Context: an optimization exercise on an open-source flow, tuned for small area. The choices shown serve that exercise and are no tape-out recipe. In this exercise RTL edits were held to simulation tests only and were not proved equivalent to the original.

==> design.v <==
package svpwm_pkg;
    typedef logic signed [16-1:0] sample_t;
    typedef logic [16-1:0] duty_t;
endpackage
`timescale 1ns/1ps
module space_vector_modulator
(
    input  logic        clk,
    input  logic        reset,
    input  svpwm_pkg::sample_t alpha,
    input  svpwm_pkg::sample_t beta,
    input  logic        in_valid,
    output logic        in_ready,
    output logic [11:0] duty_u,
    output logic [11:0] duty_v,
    output logic [11:0] duty_w,
    output logic        duty_valid,
    output logic        duty_write
);
    localparam logic [15:0] PERIOD = 16'(3000);
    logic [2:0] st;
    logic [15:0] a_r, b_r;
    logic        f_m, f_small, f_same, f_p;
    logic        c_d, c_t;
    assign c_d = !f_small && f_p;
    assign c_t = f_small && !f_same && !f_p;
    function automatic logic [15:0] radd(input logic [15:0] a, input logic [15:0] b, input logic cin);
        logic c;
        c = cin;
        for (int i = 0; i < 16; i++) begin
            radd[i] = a[i] ^ b[i] ^ c;
            c = (a[i] & b[i]) | (c & (a[i] ^ b[i]));
        end
    endfunction
    function automatic logic [15:0] sra1(input logic [15:0] x);
        sra1 = {x[15], x[15:1]};
    endfunction
    function automatic logic [11:0] clamp_duty(input svpwm_pkg::sample_t x);
        if (x < svpwm_pkg::sample_t'(20)) begin
            clamp_duty = 12'(20);
        end else if (x > svpwm_pkg::sample_t'(2980)) begin
            clamp_duty = 12'(2980);
        end else begin
            clamp_duty = x[11:0];
        end
    endfunction
    assign in_ready   = (st == 3'd0);
    assign duty_write = (st == 3'd6);
    logic m, sa;
    assign m  = f_m;
    assign sa = a_r[15];
    logic [24:0] a9, a137;
    logic [15:0] a_scaled;
    always_comb begin
        logic c;
        logic [24:0] x, y;
        x = {{9{a_r[15]}}, a_r};
        y = {{6{a_r[15]}}, a_r, 3'b0};
        c = 1'b0;
        for (int i = 0; i < 25; i++) begin
            a9[i] = x[i] ^ y[i] ^ c;
            c = (x[i] & y[i]) | (c & (x[i] ^ y[i]));
        end
        y = {{2{a_r[15]}}, a_r, 7'b0};
        c = 1'b0;
        for (int i = 0; i < 25; i++) begin
            a137[i] = a9[i] ^ y[i] ^ c;
            c = (a9[i] & y[i]) | (c & (a9[i] ^ y[i]));
        end
    end
    assign a_scaled = radd({a_r[14:0], 1'b0}, ~a137[24:9], a_r[8:0] == 9'd0);
    logic [15:0] abs_b, pp, qq, vv, other, hh, s_half, t_raw;
    logic        a_min, b_min, is_small, same;
    assign abs_b    = b_r;
    assign pp       = radd(abs_b, a_r, 1'b0);
    assign qq       = radd(abs_b, ~a_r, 1'b1);
    assign a_min    = (a_r == 16'h8000);
    assign b_min    = m && abs_b[15];
    assign is_small = !a_min && (b_min || (sa ? pp[15] : qq[15]));
    assign same     = (sa == m);
    assign vv       = sa ? pp : qq;
    assign other    = sa ? qq : pp;
    assign hh       = {(pp[15] & qq[15]) | (pp[15] & abs_b[14]) | (qq[15] & abs_b[14]), abs_b[14:0]};
    assign s_half   = is_small ? {1'b0, other[15:1]} : hh;
    always_comb begin
        if (is_small) begin
            t_raw = same ? abs_b : ~sra1(vv);
        end else begin
            t_raw = m ? sra1(qq) : sra1(pp);
        end
    end
    logic [15:0] ww, xo, yo, ysum;
    logic [11:0] cz, cx, cy;
    logic [1:0] sec;
    assign sec  = f_small ? (f_same ? 2'd1 : 2'd2) : 2'd0;
    logic [15:0] rr;
    logic        d0;
    assign d0   = c_d ^ a_r[0];
    assign rr   = radd(a_r ^ {16{!m}}, {PERIOD[15:2], m ? {1'b0, !c_d} : {c_d, !c_d}}, 1'b0);
    assign ww   = {m ? (rr > 16'd38769) : rr[15], rr[15:1]};
    assign xo   = radd(~ww, {PERIOD[15:2], m ? {d0, !d0} : {1'b0, !d0}}, 1'b0);
    assign ysum = radd(ww, b_r, c_t ^ m);
    assign yo   = ysum;
    assign cz   = clamp_duty(ww);
    assign cx   = clamp_duty(xo);
    assign cy   = clamp_duty(yo);
    always_ff @(posedge clk) begin
        if (in_ready) begin
            a_r <= alpha;
            b_r <= radd(beta ^ {16{beta[15]}}, 16'd0, beta[15]);
            f_m <= beta[15];
        end else if (st == 3'd1) begin
            a_r <= a_scaled;
        end else if (st == 3'd2) begin
            a_r     <= s_half;
            b_r     <= t_raw ^ {b_min && (a_r == 16'd0), 15'd0} ^ {16{m}};
            f_small <= is_small;
            f_same  <= same;
            f_p     <= pp[0];
        end
        if (duty_write) begin
            case (sec)
                2'd0:    begin duty_u <= cy; duty_v <= cx; duty_w <= cz; end
                2'd1:    begin duty_u <= cx; duty_v <= cy; duty_w <= cz; end
                default: begin duty_u <= cz; duty_v <= cx; duty_w <= cy; end
            endcase
        end
    end
    always_ff @(posedge clk or posedge reset) begin
        if (reset) begin
            st         <= 3'd7;
            duty_valid <= 1'b0;
        end else begin
            duty_valid <= duty_write;
            if (st == 3'd0) begin
                st <= in_valid ? 3'd1 : 3'd0;
            end else if (st == 3'd6 || st == 3'd7) begin
                st <= 3'd0;
            end else begin
                st <= st + 3'd1;
            end
        end
    end
endmodule
`timescale 1ns/1ps
module pwm_carrier
(
    input  logic        clk,
    input  logic        reset,
    output logic [11:0] carrier_count,
    output logic        period_start,
    output logic        period_next
);
    logic count_up;
    logic [11:0] count_next;
    always_comb begin
        logic t;
        t = 1'b1;
        for (int i = 0; i < 12; i++) begin
            count_next[i] = carrier_count[i] ^ t;
            t = t && (carrier_count[i] == count_up);
        end
    end
    always_ff @(posedge clk or posedge reset) begin
        if (reset) begin
            carrier_count <= '0;
            count_up      <= 1'b1;
        end else if (count_up) begin
            carrier_count <= count_next;
            if (carrier_count == 12'(3000 - 1)) begin
                count_up <= 1'b0;
            end
        end else begin
            carrier_count <= count_next;
            if (carrier_count == 12'd1) begin
                count_up <= 1'b1;
            end
        end
    end
    assign period_start = (carrier_count == '0);
    assign period_next  = !count_up && (carrier_count == 12'd1);
endmodule
`timescale 1ns/1ps
module pwm_phase_leg
(
    input  logic        clk,
    input  logic        reset,
    input  logic [11:0] duty,
    input  logic        duty_load,
    input  logic        active_valid,
    input  logic [11:0] carrier_count,
    output logic        gate_hi,
    output logic        gate_lo
);
    logic [11:0] active_duty;
    logic        raw;
    logic        raw_q;
    logic [3:0]  dead_cnt;
    always_ff @(posedge clk) begin
        if (duty_load) begin
            active_duty <= duty;
        end
    end
    logic below;
    always_comb begin
        below = 1'b0;
        for (int i = 0; i < 12; i++) begin
            below = active_duty[i] ? (!carrier_count[i] || below) : (!carrier_count[i] && below);
        end
    end
    assign raw = active_valid && below;
    always_ff @(posedge clk or posedge reset) begin
        if (reset) begin
            raw_q    <= 1'b0;
            dead_cnt <= 4'(10);
        end else begin
            raw_q <= raw;
            if (raw != raw_q) begin
                dead_cnt <= 4'(10);
            end else if (dead_cnt != '0) begin
                dead_cnt <= dead_cnt - 1'b1;
            end
        end
    end
    assign gate_hi = (dead_cnt == '0) && raw_q;
    assign gate_lo = (dead_cnt == '0) && !raw_q;
endmodule
`timescale 1ns/1ps
module svpwm_top
(
    input  logic       clk,
    input  logic       reset,
    input  svpwm_pkg::sample_t    alpha,
    input  svpwm_pkg::sample_t    beta,
    input  logic       in_valid,
    output logic       in_ready,
    output svpwm_pkg::duty_t      duty_u,
    output svpwm_pkg::duty_t      duty_v,
    output svpwm_pkg::duty_t      duty_w,
    output logic       duty_valid,
    output logic [2:0] gate_hi,
    output logic [2:0] gate_lo
);
    logic [11:0] carrier_count;
    logic        period_start;
    logic        period_next;
    logic [11:0] du, dv, dw;
    logic        duty_write;
    logic        pending_valid;
    logic        active_valid;
    logic        active_load;
    space_vector_modulator u_modulator (
        .clk        (clk),
        .reset      (reset),
        .alpha      (alpha),
        .beta       (beta),
        .in_valid   (in_valid),
        .in_ready   (in_ready),
        .duty_u     (du),
        .duty_v     (dv),
        .duty_w     (dw),
        .duty_valid (duty_valid),
        .duty_write (duty_write)
    );
    assign duty_u = {4'b0, du};
    assign duty_v = {4'b0, dv};
    assign duty_w = {4'b0, dw};
    pwm_carrier u_carrier (
        .clk           (clk),
        .reset         (reset),
        .carrier_count (carrier_count),
        .period_start  (period_start),
        .period_next   (period_next)
    );
    always_ff @(posedge clk or posedge reset) begin
        if (reset) begin
            pending_valid <= 1'b0;
            active_valid  <= 1'b0;
        end else begin
            if (duty_valid) begin
                pending_valid <= 1'b1;
            end
            if (period_start) begin
                active_valid <= pending_valid;
            end
        end
    end
    assign active_load = period_next;
    pwm_phase_leg u_leg_u (
        .clk           (clk),
        .reset         (reset),
        .duty          (du),
        .duty_load     (active_load),
        .active_valid  (active_valid),
        .carrier_count (carrier_count),
        .gate_hi       (gate_hi[0]),
        .gate_lo       (gate_lo[0])
    );
    pwm_phase_leg u_leg_v (
        .clk           (clk),
        .reset         (reset),
        .duty          (dv),
        .duty_load     (active_load),
        .active_valid  (active_valid),
        .carrier_count (carrier_count),
        .gate_hi       (gate_hi[1]),
        .gate_lo       (gate_lo[1])
    );
    pwm_phase_leg u_leg_w (
        .clk           (clk),
        .reset         (reset),
        .duty          (dw),
        .duty_load     (active_load),
        .active_valid  (active_valid),
        .carrier_count (carrier_count),
        .gate_hi       (gate_hi[2]),
        .gate_lo       (gate_lo[2])
    );
endmodule
==> flow/run.sh <==
#!/bin/bash
# Standard ORFS layout with two changes: an area-oriented ABC mapping script
# (flow/abc_area.script, used through ABC_AREA=1) and single-drive port buffers.
set -euo pipefail
here=$(pwd)
rm -rf "$here/scripts"
cp -r "$FLOW_HOME/scripts" "$here/scripts"
cp "$here/flow/abc_area.script" "$here/scripts/abc_area.script"
bash standard.sh "SCRIPTS_DIR=$here/scripts" \
    "BUFFER_PORTS_ARGS=-buffer_cell sky130_fd_sc_hd__buf_1" \
    "CTS_ARGS=-sink_clustering_enable -repair_clock_nets -sink_clustering_size 24 -sink_clustering_max_diameter 120 -dont_use_dummy_load -buf_list sky130_fd_sc_hd__clkbuf_8" \
    finish > "$here/flow_make.log" 2>&1
==> flow/abc_area.script <==
&get -n
&st
&deepsyn -I 8 -J 50 -T 240
&put
strash
dch -f
amap -F 3 -A 10
topo
stime -c
==> standard.sh <==
#!/bin/bash
# synth_recipe.tcl (not shown) runs the flow's synth.tcl, then flattens the netlist and writes it again
# the make line also repeats each setting of config.mk as NAME=value (left out here)
make -C /OpenROAD-flow-scripts/flow DESIGN_CONFIG=/design/flow/config.mk WORK_HOME=/design/flow/orfs CLKGATE_MAP_FILE= SYNTH_SCRIPT=/design/flow/synth_recipe.tcl "${@:-finish}"
==> config.mk <==
export PLATFORM = sky130hd
export DESIGN_NAME = svpwm_top
export DESIGN_NICKNAME = svpwm_top
export VERILOG_FILES = /design/flow/design.v
export SDC_FILE = /design/flow/constraint.sdc
export NUM_CORES = 4
export LEC_CHECK = 0
export ABC_AREA = 1
export CAP_MARGIN = 0
export CORE_MARGIN = 2
export CORE_UTILIZATION = 60
export SLEW_MARGIN = 0
==> constraint.sdc <==
create_clock -name core_clock -period 10.0 [get_ports {clk}]
set_input_delay 2.0000 -clock core_clock [delete_from_list [all_inputs] [get_ports {clk}]]
set_output_delay 2.0000 -clock core_clock [all_outputs]
set_load 0.01 [all_outputs]
==> results of run 1 <==
-- per-stage QoR --
stage,instances,hold slack (ns)
after floorplan,1008,0.4429
after global placement,1317,0.4289
after detailed placement,1317,0.4327
after CTS,1334,0.4408
after global routing,1335,0.4546
final,1335,0.4458
-- worst reg2reg max path, delay by kind of cell (launching register included) --
| family | cells | cell delay [ns] |
|---|---|---|
| fa+ha+maj | 20 | 7.86 |
| flops | 1 | 0.42 |
| buf+inv | 5 | 0.38 |
| compound gates | 6 | 0.71 |
-- cell usage in the layout (no fill, tap or decap), types with 3 or more instances in the layout --
cell / netlist / routed
o21ai_0: 59 / 59
a221o_1: 3 / 3
fa_1: 83 / 77
or2_0: 11 / 11
a222oi_1: 18 / 18
edfxtp_1: 108 / 108
fa_2: 0 / 6
o22ai_1: 73 / 73
o22a_1: 10 / 10
nor3_1: 22 / 21
dfrtp_1: 24 / 24
or3_1: 5 / 5
nor4_1: 7 / 6
ha_1: 63 / 63
a221oi_1: 4 / 4
nor2_1: 77 / 76
a22oi_1: 13 / 13
o221a_1: 6 / 6
clkinv_1: 197 / 197
nand3_1: 11 / 11
a211oi_1: 19 / 19
nand4_1: 6 / 6
dfstp_2: 10 / 10
o211ai_1: 10 / 10
nand2_1: 41 / 41
clkbuf_8: 0 / 17
buf_4: 18 / 25
o21a_1: 4 / 4
a21oi_1: 35 / 35
o221ai_1: 24 / 24
conb_1: 1 / 12
a31oi_1: 10 / 10
buf_1: 0 / 78
-- routing by layer --
layer,vias to the layer above,share of wire,track usage
met5,-,0,0
met4,0,0.024,0.09375
met3,34,0.053,0.05350
met2,254,0.52,0.5133
met1,3820,0.40,0.3578
li1,3865,-,-
-- path summary, 6_finish.rpt --
check / start / endpoint / cells past startpoint
worst max register to register: u_modulator.a_r[4] / u_modulator.a_r[14] / 31
max in group asynchronous: reset / u_leg_u.dead_cnt[1] / 3
worst min-delay path: u_modulator.duty_v[0] / u_leg_v.active_duty[0] / 0
worst min register to register: u_modulator.duty_v[0] / u_leg_v.active_duty[0] / 0
min in group asynchronous: reset / u_leg_v.dead_cnt[0] / 3
worst max-delay path: u_modulator.a_r[4] / u_modulator.a_r[14] / 31
-- sequential cells by signal (all words and copies together), names as in the netlist, 12 cells and up --
| name | count |
|---|---|
| u_leg_v.active_duty | 12 |
| u_modulator.a_r | 16 |
| u_carrier.carrier_count | 12 |
| u_modulator.duty_v | 12 |
| u_modulator.duty_w | 12 |
| u_modulator.b_r | 16 |
| u_leg_u.active_duty | 12 |
| u_leg_w.active_duty | 12 |
| u_modulator.duty_u | 12 |
-- kinds of logic after synthesis --
family,after synthesis
compound gates,305
buf+inv,215
simple gates,187
fa+ha+maj,146
flops,142
xor+xnor,1
other cells,1
-- area by class of cell --
| class | count | area [µm²] |
|---|---|---|
| Fill cell | 1439 | 5809 |
| Multi-Input combinational cell | 651 | 5465 |
| Sequential cell | 142 | 4106 |
| Inverter | 197 | 739.5 |
| Timing Repair Buffer | 103 | 480.5 |
| Tap cell | 225 | 281.5 |
| Clock buffer | 17 | 234.0 |
-- what timing repair did --
action                                  4_1_cts  5_1_grt
hold buffers                                  0        0
endpoints found under the setup margin        0        3
buffers inserted                              0        1
resized for setup                             0        6
==> out/metrics.yaml, run 1 <==
start_util: 0.6059
die_x_um: 135.5
synth_area_leaders: "edfxtp_1, fa_1, ha_1"
worstPathArrival_ns: 9.81
track_usage: 0.2888
rows: 48
setup_violations: 0
cp_top_family: "adder cells"
grt_pass1_vias: 7651
hold_violations: 0
yosysMostFrequentCell: "clkinv_1"
synth_top_family_by_area: "adder cells"
vias: 7973
status: "timing/DRC/antenna clean"
hp-class: "flop to flop"
cts_buffer_depth: 2
clock.fmax_mhz: 105.2
synth_compound_area_frac: 0.2016
ys_async_sr_fraction: 0.2394
critPathMaxFanout: 3
period_minus_slack_ns: 9.510
ys_warn_count: 4
drive_above_1_share: 0.05495
core_area_mm2: 0.01712
die_y_um: 135.5
critPathBufInv: 5
ys.flop_type: "edfxtp_1"
synthAdderAreaFrac: 0.2362
avgSynthCellArea_um2: 10.40
reg2reg_setup_slack_ns: 0.49
synth_xor_area_frac: 0.0008445
clk_latency_ns: 0.45
grt_pass1_wl_mm: 40.31
dieArea_mm2: 0.01835
crit_type: "flop to flop"
fin_area_mm2: 0.01131
hpwl_mm: 19.88
place_ws_ns: 0.09010
drc_errors: 0
cts_inserted_buffers: 17
viasPerCell: 5.972
antenna_found_initial: 0
n_antenna_cell: 0
synth-edff-count: 108
yosys.area.top_type: "edfxtp_1"
gp_congestion: 0.9180
skew_ns: 0.02016
wl_mm: 24.78
cts_sinks: 142
drt.antenna.violating_nets: 0
period_share: 0.9510
grt_overflow_total: 0
area_delta_synth_final_pct: 9.024
synth_simple_gate_area_frac: 0.08071
place_area_mm2: 0.01105
slew_headroom: 0.1990
yosysSeqAreaShare: 0.3959
cts-root-buf: "clkbuf_8"
htreeDepth: 4
cts_tree: "built"
netlist_area_mm2: 0.01037
rsz0062_at_grt: "false"
synth_top_area_frac: 0.3127
synthTopCellsByCount: "clkinv_1, edfxtp_1, fa_1"
slowest_delay_ns: 0.57
worst_setup_path_start_kind: "flop"
crit_path_frequent_cell: "fa_1"
finalMaxSlewViolations: 0
crit_required_ns: 10.30
cap_violations: 0
fin_nets: 1293
clkTransAtPathRegs_ns: 0.08
syn-instance-count: 997
io_pins: 91
drtIter0Drc: 563
grt_max_degree: 39
first_pass_iters: 8
tightest_slew_ns: 1.202
ys_types: 48
post_synth_mux_area_share: 0
numPortBuffers: 78
ys_ff_latch: 142
crit_path_end_kind: "flop"
finalSetupTns_ns: 0
wire_per_inst_um: 18.56
cp_slowest_cell: "fa_1"
finalWorstSetupSlack_ns: 0.4901
postLayoutCoreUtil: 0.6606
==> run 2: changes to the inputs <==
--- a/flow/run.sh
+++ b/flow/run.sh
@@ -1,4 +1,6 @@
 #!/bin/bash
-# Standard ORFS layout with two changes: an area-oriented ABC mapping script
-# (flow/abc_area.script, used through ABC_AREA=1) and single-drive port buffers.
+# Standard ORFS layout with these changes: synthesis maps all logic with an
+# area-oriented ABC script (flow/abc_area.script, used through ABC_AREA=1)
+# instead of placing full/half adder cells first (ADDER_MAP_FILE empty);
+# single-drive port buffers; clock tree with clkbuf_8 and no dummy loads.
 set -euo pipefail
@@ -9,2 +11,3 @@
 bash standard.sh "SCRIPTS_DIR=$here/scripts" \
+    "ADDER_MAP_FILE=" \
     "BUFFER_PORTS_ARGS=-buffer_cell sky130_fd_sc_hd__buf_1" \
==> out/metrics.yaml, run 2 <==
final_common_cell: "nor2_1"
area_delta_synth_final_pct: 8.222
clkTransAtPathRegs_ns: 0.08
hpwl_mm: 22.23
worst_setup_path_start_kind: "flop"
finalSetupTns_ns: 0
skew_ns: 0.02492
status: "timing/DRC/antenna clean"
tightest_slew_ns: 0.9925
crit_type: "flop to flop"
worstPathArrival_ns: 9.15
synth_top_area_frac: 0.3244
core_area_mm2: 0.01641
ff_latch_area_mm2: 0.004106
track_usage: 0.3300
avgSynthCellArea_um2: 7.727
ys_types: 48
yosysSeqAreaShare: 0.4107
wl_mm: 29.12
n_antenna_cell: 0
syn-instance-count: 1294
critPathMaxFanout: 12
rows: 47
multi_input_area_mm2: 0.005251
drt.antenna.violating_nets: 0
clk_latency_ns: 0.46
period_minus_slack_ns: 8.959
layout_common_cells: "nor2_1, o21ai_0, clkinv_1"
numPortBuffers: 78
reg2reg_setup_slack_ns: 1.04
ys_warn_count: 4
synth_area_leaders: "edfxtp_1, o21ai_0, nor2_1"
setup_violations: 0
die_x_um: 133.1
synth-edff-count: 108
yosys.area.top_type: "edfxtp_1"
grt_overflow_total: 0
cts_sinks: 142
cts_tree: "built"
htreeDepth: 4
yosysMostFrequentCell: "nor2_1"
fin_nets: 1432
cts_inserted_buffers: 17
antenna_found_initial: 0
viasPerCell: 6.390
io_pins: 91
die_y_um: 133.1
ys_ff_latch: 142
ys.flop_type: "edfxtp_1"
hp-class: "flop to flop"
vias: 10320
slew_headroom: 0.3314
path_depth: 40
grt_max_degree: 38
reg2regPathDepth: 40
hold_violations: 0
ys_async_sr_fraction: 0.2394
clock.fmax_mhz: 111.6
rsz0062_at_grt: "false"
holdPathStages: 0
post_cts_buffers: 0
cap_violations: 0
crit_path_end_kind: "flop"
crit_required_ns: 10.19
slowest_delay_ns: 0.62
synthTopCellsByCount: "nor2_1, o21ai_0, clkinv_1"
cp_top_family: "compound AO/OA/AOI/OAI gates"
drive_above_1_share: 0.03082
crit_path_frequent_cell: "nor2_1"
dieArea_mm2: 0.01771
postLayoutCoreUtil: 0.6595
finalMaxSlewViolations: 0
drtIter0Drc: 1020
top_regs: "u_modulator.a_r: 16 flops, u_modulator.b_r: 16 flops"
first_pass_iters: 6
wire_per_inst_um: 18.03
grt_pass1_vias: 9385
gp_congestion: 0.9816
grt_pass1_wl_mm: 46.18
cp_slowest_cell: "edfxtp_1"
netlist_area_mm2: 0.009998
cts-root-buf: "clkbuf_8"
fillers: 1426
period_share: 0.8959
start_util: 0.6094
cts_buffer_depth: 2
critPathBufInv: 4
drc_errors: 0
run 2: changes by cell type after synthesis, sizes merged, moves of 47 or more:
cell / change
o21ai: +123
nor2: +133
nand2: +92
a21oi: +77
clkinv: -47
ha: -63
fa: -83
run 2: path summary, 6_finish.rpt:
| check | start | to |
|---|---|---|
| setup / recovery | u_modulator.f_small | u_modulator.duty_w[2] |
| hold / removal | u_modulator.duty_w[1] | u_leg_w.active_duty[1] |
| setup reg to reg | u_modulator.f_small | u_modulator.duty_w[2] |
| hold reg to reg | u_modulator.duty_w[1] | u_leg_w.active_duty[1] |
| max in group asynchronous | reset | u_leg_w.dead_cnt[1] |
| min in group asynchronous | reset | u_leg_w.raw_q |
run 2: logic make-up (layout without fill, tap and decap cells):
group / count (synthesis) / in the layout / synth area share
AND/OR/NAND/NOR: 420 / 420 / 0.1726
buffers and inverters: 168 / 258 / 0.06983
other: 1 / 12 / 0.0003751
AO/OA/AOI/OAI: 563 / 563 / 0.3465
flip-flops: 142 / 142 / 0.4107
run 2: layer usage:
metal / GRT usage / wire length [µm]
met5: 0 / 0
met4: 0.1507 / 1209
met1: 0.4130 / 11770
met2: 0.5639 / 13850
met3: 0.05518 / 2293
run 2: layout make-up:
type | count | share of cell area
multi-input combinational | 995 | 0.4853
tap | 220 | 0.02544
inverter | 150 | 0.05204
clock buffer | 17 | 0.02162
sequential | 142 | 0.3795
timing repair buffer | 91 | 0.03608
run 2: timing repair:
| item | 4_1_cts | 5_1_grt |
|---|---|---|
| hold endpoints to repair | 0 | 0 |
| gates resized for setup | 0 | 2 |
| endpoints found under the setup margin | 0 | 21 |
| hold buffers | 0 | 0 |
run 2: worst register-to-register path: cells and delay by family (launching register included):
family                 cells  cell delay (ns)
DFF                        1             0.62
and+or+nand+nor           20             3.19
buffers and inverters      4             0.89
AOI/OAI and AO/OA         16             3.98
run 2: stage by stage:
| step | hold slack (ns) | setup WS, ns | instances | instance area, µm² |
|---|---|---|---|---|
| 6_report | 0.4446 | 1.041 | 1615 | 10820 |
| 3_5_place_dp | 0.4394 | 0.9773 | 1598 | 10590 |
| 5_1_grt | 0.4554 | 0.06099 | 1615 | 10820 |
| 3_3_place_gp | 0.4359 | 1.403 | 1598 | 10590 |
| 4_1_cts | 0.4442 | 0.9019 | 1615 | 10820 |
| 2_1_floorplan | 0.4279 | 1.647 | 1305 | 10040 |
==> run 3: changes to the inputs <==
--- a/design.v
+++ b/design.v
@@ -83,10 +83,7 @@
     assign hh       = {(pp[15] & qq[15]) | (pp[15] & abs_b[14]) | (qq[15] & abs_b[14]), abs_b[14:0]};
-    assign s_half   = is_small ? {1'b0, other[15:1]} : hh;
-    always_comb begin
-        if (is_small) begin
-            t_raw = same ? abs_b : ~sra1(vv);
-        end else begin
-            t_raw = m ? sra1(qq) : sra1(pp);
-        end
-    end
+    logic [15:0] rsel, roth;
+    assign rsel     = m ? qq : pp;
+    assign roth     = m ? pp : qq;
+    assign s_half   = is_small ? {1'b0, same ? rsel[15:1] : roth[15:1]} : hh;
+    assign t_raw    = (is_small && same) ? abs_b : (sra1(rsel) ^ {16{is_small}});
     logic [15:0] ww, xo, yo, ysum;
==> out/metrics.yaml, run 3 <==
status: "timing/DRC/antenna clean"
worst_setup_path_start_kind: "flop"
rsz0062_at_grt: "false"
cp_slowest_cell: "edfxtp_1"
period_share: 0.8939
dp_cells: 1557
finalMaxSlewViolations: 0
gp_congestion: 1.013
drive_above_1_share: 0.03314
holdBufCountCts: 0
htreeDepth: 4
synthTopCellsByCount: "nor2_1, o21ai_0, clkinv_1"
start_util: 0.6168
fillers: 1459
layout_common_cells: "nor2_1, o21ai_0, clkinv_1"
avgSynthCellArea_um2: 7.839
numPortBuffers: 78
area_delta_synth_final_pct: 8.278
clkTransAtPathRegs_ns: 0.07
vias: 10220
die_y_um: 132.3
cts_inserted_buffers: 17
first_pass_iters: 8
r2r-start: "u_modulator.f_small"
yosysMostFrequentCell: "nor2_1"
viasPerCell: 6.494
syn-instance-count: 1259
period_minus_slack_ns: 8.939
final_common_cell: "nor2_1"
crit_type: "flop to flop"
top_regs: "u_modulator.a_r: 16 flops, u_modulator.b_r: 16 flops"
crit_path_end_kind: "flop"
min_to: "u_leg_v.active_duty[0]"
drt.antenna.violating_nets: 0
cap_violations: 0
stdcell_count: 1574
worstPathArrival_ns: 9.21
cts_sinks: 142
grt_pass1_wl_mm: 45.65
drc_errors: 0
holdPathStages: 0
regToRegEndpoint: "u_modulator.duty_u[3]"
core_area_mm2: 0.01600
n_antenna_cell: 0
cts_tree: "built"
grt_overflow_total: 0
synth_top_area_frac: 0.3286
ys_async_sr_fraction: 0.2394
hold_violations: 0
die_x_um: 132.3
reg2reg_setup_slack_ns: 1.06
fin_nets: 1395
dieArea_mm2: 0.01749
skew_ns: 0.02140
synth_area_leaders: "edfxtp_1, o21ai_0, nor2_1"
wl_mm: 29.33
clock.fmax_mhz: 111.9
reg2regPathDepth: 45
grt_max_degree: 38
yosysSeqAreaShare: 0.4161
slew_headroom: 0.2041
tightest_slew_ns: 1.183
setup_violations: 0
ys_ff_latch: 142
yosys.area.top_type: "edfxtp_1"
ys_types: 52
hp-class: "flop to flop"
place_ws_ns: 0.4191
clk_latency_ns: 0.46
track_usage: 0.3299
ys.flop_type: "edfxtp_1"
slowest_delay_ns: 0.65
drtIter0Drc: 1089
grt_pass1_vias: 8980
antenna_found_initial: 0
netlist_area_mm2: 0.009869
finalSetupTns_ns: 0
cts-root-buf: "clkbuf_8"
io_pins: 91
ys_warn_count: 4
min_from: "u_modulator.duty_v[0]"
hpwl_mm: 22.42
finalWorstSetupSlack_ns: 1.061
cts_buffer_depth: 2
critPathMaxFanout: 12
wire_per_inst_um: 18.63
synth-edff-count: 108
crit_required_ns: 10.27
rows: 46
run 3: cell count changes after synthesis, sizes merged, moves of 9 or more:
cell    previous run  this run
nand2            133       105
o22ai            102       117
clkinv           150       137
nor3              24        37
a21o               6        16
o22a              16         7
run 3: logic make-up (layout without fill, tap and decap cells):
group | count (synthesis) | in the layout | share of synthesized area
AO/OA/AOI/OAI | 573 | 573 | 0.3561
buffers and inverters | 155 | 243 | 0.06580
AND/OR/NAND/NOR | 388 | 388 | 0.1616
flip-flops | 142 | 142 | 0.4161
other | 1 | 12 | 0.0003800
run 3: worst max path at each step:
| stage | start | endpoint | slack (ns) | cells past startpoint |
|---|---|---|---|---|
| after floorplan | u_modulator.f_m | u_modulator.duty_u[2] | 1.72 | 42 |
| after global placement | u_modulator.f_small | u_modulator.duty_u[2] | 1.08 | 41 |
| after detailed placement | u_modulator.f_small | u_modulator.duty_u[3] | 0.42 | 41 |
| after CTS | u_modulator.f_small | u_modulator.duty_u[3] | 0.31 | 41 |
| after global routing | u_modulator.f_small | u_modulator.duty_u[3] | 0.02 | 45 |
| final | u_modulator.f_small | u_modulator.duty_u[3] | 1.06 | 45 |
run 3: repair_timing:
| item | CTS | global route |
|---|---|---|
| setup endpoints to repair | 0 | 34 |
| buffers inserted | 0 | 0 |
| gates resized for setup | 0 | 11 |
run 3: layer usage:
| metal | GRT usage | part of all wire |
|---|---|---|
| met5 | 0 | 0 |
| met4 | 0.1935 | 0.058 |
| met3 | 0.04960 | 0.074 |
| met2 | 0.5399 | 0.46 |
| met1 | 0.4175 | 0.41 |
run 3: critical path, delay by kind of cell, from the launching register on:
family                 cells  cell delay [ns]
buffers and inverters      8             1.30
AO/OA/AOI/OAI             23             4.27
AND/OR/NAND/NOR           14             2.54
flip-flops                 1             0.65
run 3: final cells by class:
cell class	instances	area, µm²	share of cell area
multi-input combinational	973	5182	0.4850
sequential	142	4106	0.3843
inverter	137	518.0	0.04847
timing repair buffer	89	375.4	0.03512
tap	216	270.3	0.02529
clock buffer	17	234.0	0.02189
run 3: stage by stage:
stage | instance area (µm²) | hold slack (ns) | util
after detailed placement | 10430 | 0.4356 | 0.6521
after global routing | 10690 | 0.4425 | 0.6679
after floorplan | 9911 | 0.4185 | -
after global placement | 10430 | 0.4297 | 0.6521
after CTS | 10670 | 0.4391 | 0.6667
final | 10690 | 0.4384 | 0.6679

port drivers added, routing unchanged:
How much do the figures lean on ideal ports? The routed layouts below were timed once more, with nothing changed but the port constraints. Step 1 (the two cells are an assumption about what drives the block):
set clk [get_ports {clk}]
set_driving_cell -lib_cell sky130_fd_sc_hd__clkbuf_16 $clk
set_driving_cell -lib_cell sky130_fd_sc_hd__buf_2 [delete_from_list [all_inputs] $clk]
Step 2 times the ports against the registers' clock, not the clock port: input delays grow and output delays shrink by t, the midpoint of the rising clock arrivals with the driver on. a / b / c = ideal / step 1 / step 2; a / b = the first two.
run | t (ns) | setup slack, ns | hold WS [ns] | worst setup path at the end
run 1 | 0.483 | 0.490 / 0.490 / 0.490 | 0.446 / 0.446 / 0.446 | register to register
run 2 | 0.489 | 1.041 / 1.041 / 1.041 | 0.445 / 0.445 / 0.445 | register to register
run 3 | 0.494 | 1.061 / 1.061 / 1.061 | 0.438 / 0.438 / 0.438 | register to register
After both steps setup and hold are still met in every run listed.
